Source: an optimization exercise on an open RTL-to-GDS flow (aim: small area, a short achievable clock period and few clock cycles per item). Production flows keep margins and buffers that such runs may drop. No functional check of the RTL was part of any run shown here. No activity file was given, so power comes from the tool's default toggle rates.

**design/flow/design.v**
```verilog
package bpr_pkg;
   localparam int unsigned PAT_BYTES = 16;
endpackage
module byte_pattern_replace_core (
   input  logic        clock,
   input  logic        reset,
   input  logic        req_valid,
   output logic        req_ready,
   input  logic [8:0]  req_data,
   output logic        rsp_valid,
   input  logic        rsp_ready,
   output logic [26:0] rsp_data,
   input  logic        csr_write_en,
   input  logic [2:0]  csr_index,
   input  logic [63:0] csr_write_data
);
   localparam int N = 17;    
   logic [15:0][7:0] pat_q, rpl_q;
   logic [4:0]       len_q;      
   logic [15:0]      lim_q;
   logic [63:0]      wd;
   logic [5:0]       cfg_en;
   assign wd = csr_write_data & {64{~reset}};
   always_comb begin
      for (int k = 0; k < 6; k++)
         cfg_en[k] = reset | (csr_write_en && csr_index == 3'(k));
   end
   always_ff @(posedge clock) begin
      if (cfg_en[0]) pat_q[7:0]  <= wd;
      if (cfg_en[1]) pat_q[15:8] <= wd;
      if (cfg_en[2]) rpl_q[7:0]  <= wd;
      if (cfg_en[3]) rpl_q[15:8] <= wd;
      if (cfg_en[4]) len_q <= (wd[4] && wd[3:0] != 4'd0) ? 5'd16 : wd[4:0];
      if (cfg_en[5]) lim_q <= wd[15:0];
   end
   logic [3:0]  lm1;
   logic        lz;
   logic [15:0] len_oh;     
   logic [N-1:0] len_lt;    
   always_comb begin
      lm1 = 4'(len_q - 5'd1);
      lz  = len_q == 5'd0;
      for (int j = 0; j < 16; j++) len_oh[j] = len_q == 5'(j + 1);
      for (int p = 0; p < N; p++) len_lt[p] = 5'(p) < len_q;
   end
   logic        ib_v, ib_rp, ib_e;
   logic [7:0]  ib_b;
   logic [15:0] eq_q;        
   logic [N-1:0][7:0] qb;
   logic [N-1:0] qe, qr, qn;
   logic [4:0]  occ;         
   logic        room;        
   logic        has_com;     
   logic [3:0]  fill;        
   logic [4:0]  rix;         
   logic [15:0] dv;          
   logic [15:0] cnt_in;      
   logic        allow_q;     
   logic        ready_q;
   logic        rp_go;
   logic [4:0]  rp_left;
   logic        x_inc;
   logic        ov, o_rep, o_rend, o_done;
   logic [7:0]  o_byte;
   logic [15:0] cnt_out;
   logic        run_start, prev_done;
   logic [3:0]  rep_idx;
   logic        accept, push, load, rp_read;
   logic [15:0] dn;
   logic        hit, do_rep, full, clr;
   logic [3:0]  fill_new;
   logic        rend0, x_set;
   logic [N-1:0] rend_set;
   logic [7:0]  ib_in;
   logic [15:0] eq_in;
   logic [15:0] cnt_p1;
   logic        lim0, lt_p1;
   assign accept = req_valid && ready_q;
   assign push   = ib_v && !ib_rp && room;
   always_comb begin
      dn[0] = eq_q[0];
      for (int j = 1; j < 16; j++) dn[j] = dv[j-1] && eq_q[j];
      hit     = |(dn & len_oh);
      do_rep  = hit && allow_q;
      full    = !lz && ({1'b0, fill} >= {1'b0, lm1});
      if (ib_e || do_rep || lz) fill_new = 4'd0;
      else if (full)            fill_new = lm1;
      else                      fill_new = fill + 4'd1;
      rend0 = ib_e || do_rep || lz || (full && len_q == 5'd1);
      rend_set = '0;
      for (int p = 1; p < 16; p++)
         rend_set[p] = len_oh[p] && full && !do_rep && !ib_e;
      x_set = do_rep && ({1'b0, fill} >= len_q);
      clr   = ib_e || do_rep;
      lim0   = lim_q == 16'd0;
      cnt_p1 = cnt_in + 16'd1;
      lt_p1  = cnt_p1 < lim_q;
   end
   logic [7:0]  ent_b;
   logic        ent_e, ent_r, ent_n;
   logic [15:0] base, cnt_run;
   always_comb begin
      load  = has_com && (!ov || rsp_ready);
      ent_b = qb[rix];
      ent_e = qe[rix];
      ent_r = qr[rix];
      ent_n = qn[rix];
      base    = prev_done ? 16'd0 : cnt_out;
      cnt_run = ((ent_r || x_inc) && base != 16'hFFFF) ? base + 16'd1 : base;
      rp_read = (rp_left != 5'd0) && !csr_write_en;
      ib_in   = accept ? req_data[8:1] : ent_b;
      for (int j = 0; j < 16; j++) eq_in[j] = ib_in == pat_q[j];
   end
   logic [4:0] occ_n, rix_n;
   logic [3:0] fill_n;
   logic [4:0] rp_left_n;
   logic       rp_go_n, ib_v_n;
   always_comb begin
      case ({push, load})
         2'b10:   occ_n = occ + 5'd1;
         2'b01:   occ_n = occ - 5'd1;
         default: occ_n = occ;
      endcase
      if (rp_read) rix_n = rix - 5'd1;
      else case ({push, load})
         2'b10:   rix_n = occ;
         2'b01:   rix_n = occ - 5'd2;
         default: rix_n = occ - 5'd1;
      endcase
      fill_n    = push ? fill_new : fill;
      rp_go_n   = csr_write_en && (fill != 4'd0 || ib_v);
      rp_left_n = csr_write_en ? 5'd0 : rp_go ? {1'b0, fill} : rp_read ? rp_left - 5'd1 : rp_left;
      ib_v_n    = accept || rp_read || (ib_v && !ib_rp && !push);
   end
   always_ff @(posedge clock) begin
      if (reset) begin
         ib_v      <= 1'b0;
         ib_rp     <= 1'b0;
         occ       <= '0;
         room      <= 1'b1;
         has_com   <= 1'b0;
         fill      <= '0;
         rix       <= 5'h1F;
         cnt_in    <= '0;
         allow_q   <= 1'b1;
         ready_q   <= 1'b0;
         rp_go     <= 1'b0;
         rp_left   <= '0;
         x_inc     <= 1'b0;
         ov        <= 1'b0;
         cnt_out   <= '0;
         run_start <= 1'b1;
         prev_done <= 1'b0;
         rep_idx   <= '0;
      end else begin
         ib_v    <= ib_v_n;
         if (accept) ib_rp <= 1'b0;
         else if (rp_read) ib_rp <= 1'b1;
         occ     <= occ_n;
         room    <= occ_n < 5'(N);
         has_com <= occ_n > {1'b0, fill_n};
         fill    <= fill_n;
         rix     <= rix_n;
         rp_go   <= rp_go_n;
         rp_left <= rp_left_n;
         ready_q <= !rp_go_n && rp_left_n == 5'd0 && (!ib_v_n || occ_n < 5'(N));
         if (csr_write_en && csr_index == 3'd5)
            allow_q <= (wd[15:0] == 16'd0) || (cnt_in < wd[15:0]);
         else if (push && ib_e)
            allow_q <= 1'b1;
         else if (push && do_rep && cnt_in != 16'hFFFF)
            allow_q <= lim0 || lt_p1;
         if (push) begin
            cnt_in <= ib_e ? 16'd0 : (do_rep && cnt_in != 16'hFFFF) ? cnt_p1 : cnt_in;
         end
         if (push && x_set) x_inc <= 1'b1;
         else if (load && run_start) x_inc <= 1'b0;
         ov <= load || (ov && !rsp_ready);
         if (load) begin
            run_start <= ent_n;
            prev_done <= ent_n && ent_e;
            if (run_start) cnt_out <= cnt_run;
            if (ent_r) rep_idx <= (rep_idx == lm1) ? 4'd0 : rep_idx + 4'd1;
         end
      end
   end
   always_ff @(posedge clock) begin
      if (accept || rp_read) begin
         ib_b <= ib_in;
         ib_e <= accept && req_data[0];
         eq_q <= eq_in;
      end
      if (csr_write_en) dv <= '0;
      else if (push) dv <= clr ? 16'd0 : dn;
      else if (ib_v && ib_rp) dv <= dn;
      if (push) begin
         qb[0] <= ib_b;
         qe[0] <= ib_e;
         qr[0] <= do_rep;
         qn[0] <= rend0;
         for (int p = 1; p < N; p++) begin
            qb[p] <= qb[p-1];
            qe[p] <= qe[p-1];
            qr[p] <= qr[p-1] || (do_rep && len_lt[p]);
            qn[p] <= qn[p-1] || rend_set[p];
         end
      end
      if (load) begin
         o_byte <= ent_r ? rpl_q[rep_idx] : ent_b;
         o_rep  <= ent_r;
         o_rend <= ent_n;
         o_done <= ent_n && ent_e;
      end
   end
   assign req_ready = ready_q;
   assign rsp_valid = ov;
   assign rsp_data  = {o_byte, o_rep, o_rend, o_done, cnt_out};
endmodule
```
**design/flow/run.sh**
```bash
#!/bin/bash
# synth_recipe.tcl (not shown) runs the flow's synth.tcl, then flattens the netlist and writes it again
# the make line also repeats each setting of config.mk as NAME=value (left out here)
make -C /OpenROAD-flow-scripts/flow DESIGN_CONFIG=/design/flow/config.mk WORK_HOME=/design/flow/orfs CLKGATE_MAP_FILE= SYNTH_SCRIPT=/design/flow/synth_recipe.tcl finish
```
**design/flow/config.mk**
```make
export PLATFORM = sky130hd
export DESIGN_NAME = byte_pattern_replace_core
export DESIGN_NICKNAME = byte_pattern_replace_core
export VERILOG_FILES = /design/flow/design.v
export SDC_FILE = /design/flow/constraint.sdc
export NUM_CORES = 4
export LEC_CHECK = 0
export ABC_CLOCK_PERIOD_IN_PS = 2500
export CAP_MARGIN = 20
export CORE_MARGIN = 2
export CORE_UTILIZATION = 55
export SETUP_SLACK_MARGIN = 3.9
export SLEW_MARGIN = 20
```
**design/flow/constraint.sdc**
```tcl
create_clock -name core_clock -period 6.5 [get_ports {clock}]
set_input_delay 1.3000 -clock core_clock [delete_from_list [all_inputs] [get_ports {clock}]]
set_output_delay 1.3000 -clock core_clock [all_outputs]
set_load 0.01 [all_outputs]
```
==> reports/qor.yml, run 1 <==
clock_network:
  clockRootBuffer: "clkbuf_16"
  clk_latency_ns: 0.64
  clock_sinks: 581
  cts_buffer_depth: 3
  cts_tree: "yes"
  cts_max_level: 2
  postCtsHoldBufs: 0
  path_clk_slew_ns: 0.06
  numCtsBuffers: 60
global_route:
  grt.total_usage_pct: 35.6
  grt_pass1_vias: 21300
  grt_first_pass_wirelength_um: 139000
  grt_max_degree: 190
  grt_overflow: 0
  antenna_found_initial: 1
drt:
  firstDrtPassIters: 17
  routed_wl_um: 97100
  vias: 22400
  drc_errors: 0
  via_per_inst: 6.94
  routedWlPerCell_um: 30.1
  final_antenna_net_count: 0
  drt-initial-drc-count: 3267
setup_path:
  start_kind: "register"
  arrival_ns: 3.94
  path_class: "register to register"
  cp-end-kind: "register"
  cp.required_ns: 7.00
  path_buf_inv: 2
  crit_chain: "inv_8 -> ha_4 -> and3_4 -> a311o_1 -> a221o_1 -> o21ai_4 -> clkinvlp_4 -> nor3_4 -> nand4_1 -> a31oi_2 -> ha_2 -> nor2b_1 -> o21ai_1 -> nand2b_1 -> a21oi_2 -> a41o_1 -> a21oi_1"
  cp_max_fo: 4
  rrSetupSlack_ns: 3.06
  max_stage_delay_ns: 0.55
  crit_path_top_delay_cell: "edfxtp_1"
  path_delay_family: "compound AO/OA/AOI/OAI gates"
power:
  ir_drop_mv: 0.258
  p_leak_uw: 0.0132
  power_density_nw_per_um2: 323
  power_uw: 11700
layout:
  antenna_cells: 0
  final_cell_mix: "500 x edfxtp_1, 155 x buf_4, 112 x nand2_1"
  multi_input_area_um2: 12600
  layout-drive-gt1-share_pct: 29.7
  areaGrowthSynthToFinish_pct: 27.6
  fillers: 3482
  nets: 2641
  final_common_cell: "edfxtp_1"
  ff_latch_area_um2: 16700
logic_synthesis:
  synth_seq_cells: 581
  synth_edf_count: 500
  synth_top_area_share_pct: 52.8
  synth_top_cell_by_area: "edfxtp_1"
  synth.distinct_cells: 84
  netlist_area_um2: 28400
  yosysSeqAreaShare_pct: 58.5
  synthTopCellsByArea: "edfxtp_1 53%, dfxtp_1 5.7%, mux4_2 5.1%"
  syn_inst: 2214
  syn_area_per_cell_um2: 12.8
  synth-async-reset-ratio_pct: 0
  synth_top_flop_cell: "edfxtp_1"
  yosysWarnings: 1
  syn_nets: 2355
timing:
  tightest_slew_ns: 1.14
  clock.fmax_mhz: 291
  drv_slew: 0
  setup_viol: 0
  slew_headroom_pct: 24.3
  post-route-min-period_ns: 3.44
  grt_setup_unrepaired: "true"
  finalHoldViolations: 0
  setup_tns_ns: 0
  fin_skew_ns: 0.0248
  period_share_pct: 52.9
run:
  max_cap_violations: 0
floorplanning:
  die_w_um: 231
  die_y_um: 231
  top_level_ports: 110
  dieArea_um2: 53500
  coreArea_um2: 51200
  initial_core_util_pct: 55.5
  row_count: 83
placed_design:
  dp_hpwl_um: 56400
  place.gp.congestion: 0.899
  port_buffers: 109
status:
  status: "timing/DRC/antenna clean"
min_path:
  hold_class: "register to register"
worst register-to-register path: stages, from the launching register on:
cell,delay (ns)
edfxtp_1,0.55
inv_8,0.07
ha_4,0.19
and3_4,0.16
a311o_1,0.31
a221o_1,0.36
o21ai_4,0.21
clkinvlp_4,0.20
nor3_4,0.15
nand4_1,0.17
a31oi_2,0.24
ha_2,0.19
nor2b_1,0.04
o21ai_1,0.11
nand2b_1,0.08
a21oi_2,0.14
a41o_1,0.10
a21oi_1,0.06
worst paths after layout:
check,start,to,cells after the start
worst max register to register,len_q[0],has_com,17
worst min-delay path,ib_b[7],qb[7],0
worst min register to register,ib_b[7],qb[7],0
worst max-delay path,len_q[0],has_com,17
Yosys cell counts (all sizes together), types with 11 or more instances:
cell     instances
a211oi          14
a21o            23
a21oi           76
a221o           12
a221oi          15
a22oi           29
a31o            13
a31oi           18
a32o            18
a41oi           17
and2            16
and3            21
buf             43
clkbuf          97
dfxtp           81
edfxtp         500
ha              60
inv             81
mux2            12
mux2i           55
mux4            64
nand2          135
nand2b          12
nand3           37
nand4           31
nor2           106
nor2b           66
nor3            45
nor4            56
o2111ai         26
o21ai           51
o21bai          11
o221ai          14
o22ai           62
o31a            11
o31ai           12
o32ai           12
or4             19
xnor2           55
xor2            68
layer usage:
| layer | up-vias | wire length (um) | global-route usage, % |
|---|---|---|---|
| met3 | 367 | 11800 | 10.4 |
| met2 | 1625 | 42600 | 52.5 |
| li1 | 9336 | - | - |
| met4 | 0 | 5050 | 15.9 |
| met5 | - | 0 | 0 |
| met1 | 11100 | 37600 | 49.1 |
cells by family after synthesis:
family / share of synthesized area (%)
fa+ha+maj: 2.64
compound gates: 12.9
flops: 58.5
buf+inv: 3.35
simple gates: 11.3
xor+xnor: 3.79
mux: 7.48
state kept, by name, summed over array words and instances, names as in the netlist, 8 cells and up:
name and count:
dv 15, o_byte 8, qr 17, ib_b 8, lim_q 16, qe 17
qb 136, cnt_out 16, cnt_in 16, pat_q 128, rpl_q 128, eq_q 16
qn 17
power by group:
part | total [uW] | internal (uW) | switching [uW]
sequential | 4690 | 4400 | 294
combinational | 3370 | 1480 | 1890
clock | 3660 | 2180 | 1480
layout make-up:
cell class                 count  share of cell area, %
tap                          680                   2.35
clock buffer                  69                   4.26
clock inverter                41                   1.49
timing repair buffer         348                   9.93
inverter                      83                   1.08
sequential                   581                   46.0
multi-input combinational   1426                   34.9
timing repair:
item	CTS	global route
pin swaps	83	83
gates resized for setup	394	155
setup buffers	135	61
setup endpoints to repair	332	251
gates cloned	19	8
metrics by stage:
step           setup slack, ns  cell area, um2  hold WS (ns)  std cells  utilization, %
2_1_floorplan             1.27           29000         0.400       2214               -
3_3_place_gp              1.86           30300         0.405       2895            59.1
3_5_place_dp              1.79           30300         0.405       2895            59.1
4_1_cts                   3.09           35100         0.418       3159            68.5
5_1_grt                   2.90           36300         0.428       3228            70.9
6_report                  3.06           36300         0.418       3228            70.9
==> run 2: changes to the inputs <==
==> design/flow/config.mk (replaced) <==
export PLATFORM = sky130hd
export DESIGN_NAME = byte_pattern_replace_core
export DESIGN_NICKNAME = byte_pattern_replace_core
export VERILOG_FILES = /design/flow/design.v
export SDC_FILE = /design/flow/constraint.sdc
export NUM_CORES = 4
export LEC_CHECK = 0
export CAP_MARGIN = 20
export CORE_MARGIN = 2
export CORE_UTILIZATION = 40
export SLEW_MARGIN = 20
==> run 2 against run 1 <==
Net effect:
- still clean
- clock power is 1% higher
- routed wire length down 9.1%
- sequential power rose by 0.9%
- register-to-register slack worse by 1.0 ns
- critical endpoint unchanged
- largest cell class unchanged
==> reports/qor.yml, run 2 <==
status:
  status: "timing/DRC/antenna clean"  # unchanged
logic_synthesis:
  ys_top_cells_by_count: "500 x edfxtp_1, 135 x nand2_1, 106 x nor2_1"  # unchanged
  yosysSeqAreaShare_pct: 58.5  # unchanged
  yosysMostFrequentCell: "edfxtp_1"  # unchanged
  syn_inst: 2214  # unchanged
  synth.distinct_cells: 84  # unchanged
  synth_top_area_share_pct: 52.8  # unchanged
  synth_edf_count: 500  # unchanged
  synth_seq_cells: 581  # unchanged
  synth-async-reset-ratio_pct: 0  # unchanged
  synth_top_cell_by_area: "edfxtp_1"  # unchanged
  syn_nets: 2355  # unchanged
  synthTopCellsByArea: "edfxtp_1 53%, dfxtp_1 5.7%, mux4_2 5.1%"  # unchanged
  yosysWarnings: 1  # unchanged
  netlist_area_um2: 28400  # unchanged
  synth_top_flop_cell: "edfxtp_1"  # unchanged
  syn_area_per_cell_um2: 12.8  # unchanged
drt:
  routedWlPerCell_um: 26.9  # was 30.1 um
  vias: 20600  # was 22400
  final_antenna_net_count: 0  # unchanged
  drt-initial-drc-count: 2565  # was 3267
  firstDrtPassIters: 13  # was 17
  via_per_inst: 6.27  # was 6.94
  routed_wl_um: 88300  # was 97100 um
  drc_errors: 0  # unchanged
global_route:
  grt_pass1_vias: 19900  # was 21300
  antenna_found_initial: 2  # was 1
  grt_first_pass_wirelength_um: 130000  # was 139000 um
  grt.total_usage_pct: 23.6  # was 35.6%
  grt_overflow: 0  # unchanged
  grt_max_degree: 83  # was 190
timing:
  grt_setup_unrepaired: "false"  # was true
  slew_headroom_pct: 16.3  # was 24.3%
  drv_slew: 0  # unchanged
  fin_ws_ns: 2.03  # was 3.06 ns
  clock.fmax_mhz: 224  # was 291 MHz
  post-route-min-period_ns: 4.47  # was 3.44 ns
  setup_viol: 0  # unchanged
  setup_tns_ns: 0  # unchanged
  finalHoldViolations: 0  # unchanged
  tightest_slew_ns: 1.25  # was 1.14 ns
  period_share_pct: 68.8  # was 52.9%
  fin_skew_ns: 0.0254  # was 0.0248 ns
floorplanning:
  initial_core_util_pct: 40.5  # was 55.5%
  die_w_um: 271  # was 231 um
  top_level_ports: 110  # unchanged
  dieArea_um2: 73200  # was 53500 um2
  die_y_um: 271  # was 231 um
  row_count: 97  # was 83
  coreArea_um2: 70300  # was 51200 um2
clock_network:
  cts_max_level: 2  # unchanged
  cts.repair.resized: 0  # was 394
  cts_tree: "yes"  # unchanged
  path_clk_slew_ns: 0.06  # about the same
  numCtsBuffers: 61  # was 60
  clock_sinks: 581  # unchanged
  clockRootBuffer: "clkbuf_16"  # unchanged
  postCtsHoldBufs: 0  # unchanged
  clk_latency_ns: 0.65  # was 0.64 ns
  cts_buffer_depth: 3  # unchanged
  post_cts_buffers: 0  # was 135
setup_path:
  cp_max_fo: 11  # was 4
  start_kind: "register"  # unchanged
  cp-end-kind: "register"  # unchanged
  cp.required_ns: 6.99  # was 7.00 ns
  arrival_ns: 4.96  # was 3.94 ns
  path_class: "register to register"  # unchanged
  reg2reg_depth: 17  # unchanged
placed_design:
  place.gp.congestion: 0.891  # was 0.899
  pre_cts_ws_ns: 2.14  # was 1.79 ns
  placed_area_um2: 30400  # was 30300 um2
  port_buffers: 109  # unchanged
  place_inst: 3165  # was 2895
  dp_hpwl_um: 58400  # was 56400 um
layout:
  ff_latch_area_um2: 16600  # was 16700 um2
  antenna_cells: 0  # unchanged
  layout-drive-gt1-share_pct: 11.7  # was 29.7%
  final_cell_mix: "500 x edfxtp_1, 131 x nand2_1, 108 x clkdlybuf4s50_1"  # was 500 x edfxtp_1, 155 x buf_4, 112 x nand2_1
  largest_registers: "qb: 136 flops, pat_q: 128 flops, rpl_q: 128 flops"  # unchanged
  regMostFlops: "qb"  # unchanged
  fillers: 6187  # was 3482
  stdcell_area_um2: 32600  # was 36300 um2
  nets: 2430  # was 2641
  stdcell_count: 3280  # was 3228
  areaGrowthSynthToFinish_pct: 14.5  # was 27.6%
  multi_input_area_um2: 10900  # was 12600 um2
  largest_reg_flops: 136  # unchanged
  final_common_cell: "edfxtp_1"  # unchanged
power:
  power_uw: 10700  # was 11700 uW
  power_density_nw_per_um2: 329  # was 323 nW/um2
  ir_drop_mv: 0.252  # was 0.258 mV
  p_leak_uw: 0.0115  # was 0.0132 uW
min_path:
  whs_path_depth: 0  # unchanged
  hold_class: "register to register"  # unchanged
run:
  max_cap_violations: 0  # unchanged
run 2: worst max-delay path: stages (launching register included):
cell	delay (ns)
edfxtp_1	0.58
inv_1	0.24
ha_1	0.40
and3_1	0.23
a311o_1	0.26
a221o_1	0.39
o21ai_2	0.43
inv_1	0.29
nor3_1	0.34
nand4_1	0.17
a31oi_1	0.21
ha_1	0.18
nor2b_1	0.04
o21ai_0	0.16
nand2b_1	0.08
a21oi_1	0.14
a41o_1	0.11
a21oi_1	0.06
run 2: area by class of cell:
type | instances | area share (%)
flip-flops and latches | 581 | 51.1
inverters | 83 | 0.968
multi-input cells | 1410 | 33.4
clock inverters | 45 | 1.58
well taps | 940 | 3.61
repair buffers | 152 | 4.36
clock buffers | 69 | 4.97
run 2: path summary, 6_finish.rpt:
check	startpoint	endpoint	slack, ns
min reg2reg	ib_b[0]	qb[0]	0.42
min	ib_b[0]	qb[0]	0.42
max	len_q[0]	has_com	2.03
max reg2reg	len_q[0]	has_com	2.03
run 2: cells by family after synthesis:
group	Yosys count	synth area share (%)
fa+ha+maj	60	2.64
compound gates	498	12.9
flops	581	58.5
mux	131	7.48
simple gates	598	11.3
buf+inv	223	3.35
xor+xnor	123	3.79
run 2: metal layers:
layer / routed length [um] / GRT usage, % / share of wire, %
met4: 3890 / 10.5 / 4.4
met1: 38100 / 33.6 / 43
met2: 38800 / 35.4 / 44
met3: 7490 / 3.81 / 8.5
met5: 23 / 0 / 0.026
run 2: power breakdown:
| part | switching (uW) | leakage, uW | internal, uW | total [uW] |
|---|---|---|---|---|
| clock network | 1510 | 0.00103 | 2180 | 3700 |
| logic | 1410 | 0.00507 | 871 | 2280 |
| registers | 343 | 0.00541 | 4390 | 4730 |
| total | 3270 | 0.0115 | 7450 | 10700 |
run 2: metrics by stage:
step	util (%)	hold WS, ns
6_report	46.3	0.415
5_1_grt	46.3	0.434
3_3_place_gp	43.3	0.404
4_1_cts	46.3	0.420
2_1_floorplan	-	0.400
3_5_place_dp	43.3	0.405
==> run 3: changes to the inputs <==
--- a/design/flow/design.v
+++ b/design/flow/design.v
@@ -44,6 +44,7 @@
       for (int p = 0; p < N; p++) len_lt[p] = 5'(p) < len_q;
    end
    logic        ib_v, ib_rp, ib_e;
+   logic        rs1;         
    logic [7:0]  ib_b;
    logic [15:0] eq_q;        
    logic [N-1:0][7:0] qb;
@@ -55,7 +56,8 @@
    logic [4:0]  rix;         
    logic [15:0] dv;          
    logic [15:0] cnt_in;      
-   logic        allow_q;     
+   logic        full_q;      
+   logic        gt1;
    logic        ready_q;
    logic        rp_go;
    logic [4:0]  rp_left;
@@ -74,15 +76,15 @@
    logic [7:0]  ib_in;
    logic [15:0] eq_in;
    logic [15:0] cnt_p1;
-   logic        lim0, lt_p1;
+   logic        lim0;
    assign accept = req_valid && ready_q;
    assign push   = ib_v && !ib_rp && room;
    always_comb begin
       dn[0] = eq_q[0];
       for (int j = 1; j < 16; j++) dn[j] = dv[j-1] && eq_q[j];
       hit     = |(dn & len_oh);
-      do_rep  = hit && allow_q;
-      full    = !lz && ({1'b0, fill} >= {1'b0, lm1});
+      do_rep  = hit && (lim0 || cnt_in < lim_q);
+      full    = full_q;
       if (ib_e || do_rep || lz) fill_new = 4'd0;
       else if (full)            fill_new = lm1;
       else                      fill_new = fill + 4'd1;
@@ -94,7 +96,6 @@
       clr   = ib_e || do_rep;
       lim0   = lim_q == 16'd0;
       cnt_p1 = cnt_in + 16'd1;
-      lt_p1  = cnt_p1 < lim_q;
    end
    logic [7:0]  ent_b;
    logic        ent_e, ent_r, ent_n;
@@ -106,9 +107,10 @@
       ent_r = qr[rix];
       ent_n = qn[rix];
       base    = prev_done ? 16'd0 : cnt_out;
+      gt1     = occ > {1'b0, fill} + 5'd1;
       cnt_run = ((ent_r || x_inc) && base != 16'hFFFF) ? base + 16'd1 : base;
       rp_read = (rp_left != 5'd0) && !csr_write_en;
-      ib_in   = accept ? req_data[8:1] : ent_b;
+      ib_in   = rs1 ? ib_b : req_data[8:1];
       for (int j = 0; j < 16; j++) eq_in[j] = ib_in == pat_q[j];
    end
    logic [4:0] occ_n, rix_n;
@@ -130,19 +132,20 @@
       fill_n    = push ? fill_new : fill;
       rp_go_n   = csr_write_en && (fill != 4'd0 || ib_v);
       rp_left_n = csr_write_en ? 5'd0 : rp_go ? {1'b0, fill} : rp_read ? rp_left - 5'd1 : rp_left;
-      ib_v_n    = accept || rp_read || (ib_v && !ib_rp && !push);
+      ib_v_n    = accept || rs1 || (ib_v && !ib_rp && !push);
    end
    always_ff @(posedge clock) begin
       if (reset) begin
          ib_v      <= 1'b0;
          ib_rp     <= 1'b0;
+         rs1       <= 1'b0;
          occ       <= '0;
          room      <= 1'b1;
          has_com   <= 1'b0;
          fill      <= '0;
          rix       <= 5'h1F;
          cnt_in    <= '0;
-         allow_q   <= 1'b1;
+         full_q    <= 1'b0;
          ready_q   <= 1'b0;
          rp_go     <= 1'b0;
          rp_left   <= '0;
@@ -155,21 +158,17 @@
       end else begin
          ib_v    <= ib_v_n;
          if (accept) ib_rp <= 1'b0;
-         else if (rp_read) ib_rp <= 1'b1;
+         else if (rs1) ib_rp <= 1'b1;
+         rs1     <= rp_read;
          occ     <= occ_n;
          room    <= occ_n < 5'(N);
-         has_com <= occ_n > {1'b0, fill_n};
+         has_com <= (push && (clr || lz || full)) || (load ? gt1 : has_com);
+         full_q  <= !lz && (fill_n >= lm1);
          fill    <= fill_n;
          rix     <= rix_n;
          rp_go   <= rp_go_n;
          rp_left <= rp_left_n;
-         ready_q <= !rp_go_n && rp_left_n == 5'd0 && (!ib_v_n || occ_n < 5'(N));
-         if (csr_write_en && csr_index == 3'd5)
-            allow_q <= (wd[15:0] == 16'd0) || (cnt_in < wd[15:0]);
-         else if (push && ib_e)
-            allow_q <= 1'b1;
-         else if (push && do_rep && cnt_in != 16'hFFFF)
-            allow_q <= lim0 || lt_p1;
+         ready_q <= !rp_go_n && rp_left_n == 5'd0 && !rp_read && (!ib_v_n || occ_n < 5'(N));
          if (push) begin
             cnt_in <= ib_e ? 16'd0 : (do_rep && cnt_in != 16'hFFFF) ? cnt_p1 : cnt_in;
          end
@@ -185,11 +184,14 @@
       end
    end
    always_ff @(posedge clock) begin
-      if (accept || rp_read) begin
-         ib_b <= ib_in;
-         ib_e <= accept && req_data[0];
-         eq_q <= eq_in;
-      end
+      if (accept) begin
+         ib_b <= req_data[8:1];
+         ib_e <= req_data[0];
+      end else if (rp_read) begin
+         ib_b <= ent_b;
+         ib_e <= 1'b0;
+      end
+      if (accept || rs1) eq_q <= eq_in;
       if (csr_write_en) dv <= '0;
       else if (push) dv <= clr ? 16'd0 : dn;
       else if (ib_v && ib_rp) dv <= dn;
==> run 3 against run 2 <==
Net effect:
- combinational power fell by 74%
- synthesized cell count is 22% lower
- critical path depth fell by 2
- core utilization is 0.13 points higher
- maximum frequency rose by 2.7%
- critical endpoint is now full_q
- highest routed layer is now met4
==> reports/qor.yml, run 3 <==
floorplanning:
  row_count: 92  # was 97
  die_w_um: 256  # was 271 um
  coreArea_um2: 63100  # was 70300 um2
  initial_core_util_pct: 40.4  # was 40.5%
  dieArea_um2: 65700  # was 73200 um2
  die_y_um: 256  # was 271 um
  top_level_ports: 110  # unchanged
timing:
  post-route-min-period_ns: 4.35  # was 4.47 ns
  drv_slew: 0  # unchanged
  grt_setup_unrepaired: "false"  # unchanged
  period_share_pct: 67.0  # was 68.8%
  fin_skew_ns: 0.0115  # was 0.0254 ns
  setup_viol: 0  # unchanged
  slew_headroom_pct: 29.7  # was 16.3%
  clock.fmax_mhz: 230  # was 224 MHz
  tightest_slew_ns: 1.05  # was 1.25 ns
  timing.hold.ws_ns: 0.442  # was 0.415 ns
  finalHoldViolations: 0  # unchanged
logic_synthesis:
  synth_seq_cells: 582  # was 581
  syn_area_per_cell_um2: 14.8  # was 12.8 um2
  synth-async-reset-ratio_pct: 0  # unchanged
  synth_top_area_share_pct: 58.9  # was 52.8%
  synth_top_cell_by_area: "edfxtp_1"  # unchanged
  yosysSeqAreaShare_pct: 65.4  # was 58.5%
  syn_inst: 1717  # was 2214
  synth_edf_count: 500  # unchanged
  yosysWarnings: 1  # unchanged
  netlist_area_um2: 25500  # was 28400 um2
  yosysMostFrequentCell: "edfxtp_1"  # unchanged
  synth_top_flop_cell: "edfxtp_1"  # unchanged
  synth.distinct_cells: 81  # was 84
  syn_nets: 1844  # was 2355
  ys_top_cells_by_count: "500 x edfxtp_1, 133 x xor2_1, 106 x nand2_1"  # was 500 x edfxtp_1, 135 x nand2_1, 106 x nor2_1
  synthTopCellsByArea: "edfxtp_1 59%, mux4_2 7.2%, dfxtp_1 6.4%"  # was edfxtp_1 53%, dfxtp_1 5.7%, mux4_2 5.1%
layout:
  final_common_cell: "edfxtp_1"  # unchanged
  largest_registers: "qb: 136 flops, pat_q: 128 flops, rpl_q: 128 flops"  # unchanged
  fillers: 5510  # was 6187
  stdcell_area_um2: 29300  # was 32600 um2
  multi_input_area_um2: 8280  # was 10900 um2
  areaGrowthSynthToFinish_pct: 15.1  # was 14.5%
  stdcell_count: 2717  # was 3280
  post-route-util_pct: 46.5  # was 46.3%
  largest_reg_flops: 136  # unchanged
  regMostFlops: "qb"  # unchanged
  ff_latch_area_um2: 16700  # was 16600 um2
  layout-drive-gt1-share_pct: 12.8  # was 11.7%
  antenna_cells: 0  # unchanged
  nets: 1950  # was 2430
  final_cell_mix: "500 x edfxtp_1, 133 x xor2_1, 108 x clkdlybuf4s50_1"  # was 500 x edfxtp_1, 131 x nand2_1, 108 x clkdlybuf4s50_1
setup_path:
  crit_chain: "inv_1 -> ha_1 -> and3_1 -> a311o_1 -> a22oi_1 -> nand4_2 -> nand2_2 -> inv_2 -> o31a_1 -> inv_1 -> ha_1 -> a21o_1 -> a21o_1 -> a21oi_1 -> a211oi_1"  # was inv_1 -> ha_1 -> and3_1 -> a311o_1 -> a221o_1 -> o21ai_2 -> inv_1 -> nor3_1 -> nand4_1 -> a31oi_1 -> ha_1 -> nor2b_1 -> o21ai_0 -> nand2b_1 -> a21oi_1 -> a41o_1 -> a21oi_1
  cp_max_fo: 26  # was 11
  path_delay_family: "compound AO/OA/AOI/OAI gates"  # unchanged
  path_buf_inv: 3  # was 2
  path_class: "register to register"  # unchanged
  crit_path_top_delay_cell: "edfxtp_1"  # unchanged
  cp.required_ns: 6.97  # was 6.99 ns
  cp-end-kind: "register"  # unchanged
  start_kind: "register"  # unchanged
  arrival_ns: 4.82  # was 4.96 ns
  max_stage_delay_ns: 0.65  # was 0.58 ns
placed_design:
  placed_area_um2: 27500  # was 30400 um2
  place_inst: 2606  # was 3165
  port_buffers: 109  # unchanged
  place.gp.congestion: 0.872  # was 0.891
  dp_hpwl_um: 40400  # was 58400 um
power:
  switching_share_pct: 22.6  # was 30.5%
  p_clk_share_pct: 39.9  # was 34.5%
  ir_drop_mv: 0.200  # was 0.252 mV
  power_density_nw_per_um2: 282  # was 329 nW/um2
  power_uw: 8280  # was 10700 uW
  intPower_uw: 6400  # was 7450 uW
  p_comb_share_pct: 7.2  # was 21.3%
  power_frac_seq_pct: 53.0  # was 44.2%
  p_leak_uw: 0.0101  # was 0.0115 uW
  p_sw_uw: 1870  # was 3270 uW
clock_network:
  path_clk_slew_ns: 0.06  # about the same
  numCtsBuffers: 61  # unchanged
  cts_max_level: 2  # unchanged
  cts_buffer_depth: 3  # unchanged
  post_cts_buffers: 0  # unchanged
  clock_sinks: 582  # was 581
  postCtsHoldBufs: 0  # unchanged
  cts.repair.resized: 0  # unchanged
  cts_tree: "yes"  # unchanged
  clk_latency_ns: 0.62  # was 0.65 ns
  clockRootBuffer: "clkbuf_16"  # unchanged
global_route:
  grt_pass1_vias: 15000  # was 19900
  antenna_found_initial: 1  # was 2
  grt_first_pass_wirelength_um: 92100  # was 130000 um
  grt.total_usage_pct: 18.2  # was 23.6%
  grt_max_degree: 78  # was 83
  grt_overflow: 0  # unchanged
drt:
  routedWlPerCell_um: 22.1  # was 26.9 um
  routed_wl_um: 60100  # was 88300 um
  firstDrtPassIters: 5  # was 13
  via_per_inst: 5.46  # was 6.27
  final_antenna_net_count: 0  # unchanged
  vias: 14800  # was 20600
  drt-initial-drc-count: 1301  # was 2565
  drc_errors: 0  # unchanged
status:
  status: "timing/DRC/antenna clean"  # unchanged
min_path:
  hold_class: "register to register"  # unchanged
run:
  max_cap_violations: 0  # unchanged
[run 3: cell types whose count changed in the layout (fill, tap and decap cells not counted), sizes merged, moves of 20 or more]
cell | previous run | this run
o22ai | 62 | 10
mux2i | 55 | 35
nor4 | 56 | 6
o2111ai | 26 | 4
nand2 | 135 | 107
a22oi | 29 | 5
a21oi | 76 | 54
nor3 | 45 | 13
xnor2 | 55 | 16
inv | 82 | 47
nor2 | 106 | 70
xor2 | 68 | 133
[run 3: through the flow]
stage	setup TNS [ns]	setup slack, ns
floorplan	-68.51	-0.535
global placement	0	1.91
detailed placement	0	1.84
CTS	0	2.19
global route	0	1.95
finish	0	2.15
[run 3: kinds of logic (layout without fill, tap and decap cells)]
group | after synthesis | after routing | share of synthesized area, %
buf+inv | 138 | 292 | 2.40
flops | 582 | 582 | 65.4
xor+xnor | 149 | 149 | 5.12
mux | 136 | 136 | 9.46
simple gates | 420 | 420 | 8.72
fa+ha+maj | 46 | 46 | 2.26
compound gates | 246 | 246 | 6.68
[run 3: per-layer routing]
metal  vias to the layer above  track usage, %  wire, um
met5                         -               0         0
met4                         0            5.91      1670
met3                        84            2.96      3100
met2                       428            30.4     29200
met1                      7522            24.3     26200
li1                       6807               -         -
[run 3: final cells by class]
class | instances | share of cell area (%)
Clock buffer | 77 | 5.41
Clock inverter | 34 | 0.926
Inverter | 46 | 0.606
Multi-Input combinational cell | 997 | 28.3
Sequential cell | 582 | 56.8
Tap cell | 846 | 3.61
Timing Repair Buffer | 135 | 4.38
[run 3: power by group through the flow]
stage / logic (uW) / registers, uW / clock network (uW)
floorplan: 400 / 4420 / 0
global placement: 590 / 4450 / 0
detailed placement: 601 / 4460 / 0
CTS: 604 / 4380 / 3370
global route: 648 / 4400 / 3520
finish: 593 / 4380 / 3300
[run 3: worst paths after layout]
kind / from / endpoint / slack, ns / cells past startpoint
worst max register to register: len_q[1] / full_q / 2.15 / 15
worst min register to register: qb[93] / qb[101] / 0.44 / 0
worst min-delay path: qb[93] / qb[101] / 0.44 / 0
worst max-delay path: len_q[1] / full_q / 2.15 / 15

## separate check: timing with driven ports
The results above use ideal ports. As a check the final layouts listed here were re-extracted and re-timed, cells and wires unchanged. Step 1 (the two cells are an assumption about what drives the block):
set clk [get_ports {clock}]
set_driving_cell -lib_cell sky130_fd_sc_hd__clkbuf_16 $clk
set_driving_cell -lib_cell sky130_fd_sc_hd__buf_2 [delete_from_list [all_inputs] $clk]
Step 2 times the ports against the registers' clock, not the clock port: input delays grow and output delays shrink by t, the midpoint of the rising clock arrivals with the driver on. a / b / c = ideal ports / drivers / drivers and shift; a / b = the first two.
| run | t, ns | setup slack, ns | worst slew at a driven data input, ns |
|---|---|---|---|
| run 1 | 0.689 | 3.059 / 3.060 / 2.894 | 0.07 |
| run 2 | 0.702 | 2.030 / 2.030 / 2.030 | 0.12 |
| run 3 | 0.673 | 2.147 / 2.147 / 1.756 | 0.06 |
After both steps every run listed still meets setup and hold. For run 3, which loses most, drivers alone change the setup slack by 0.000 ns; drivers and shift together by -0.391 ns.
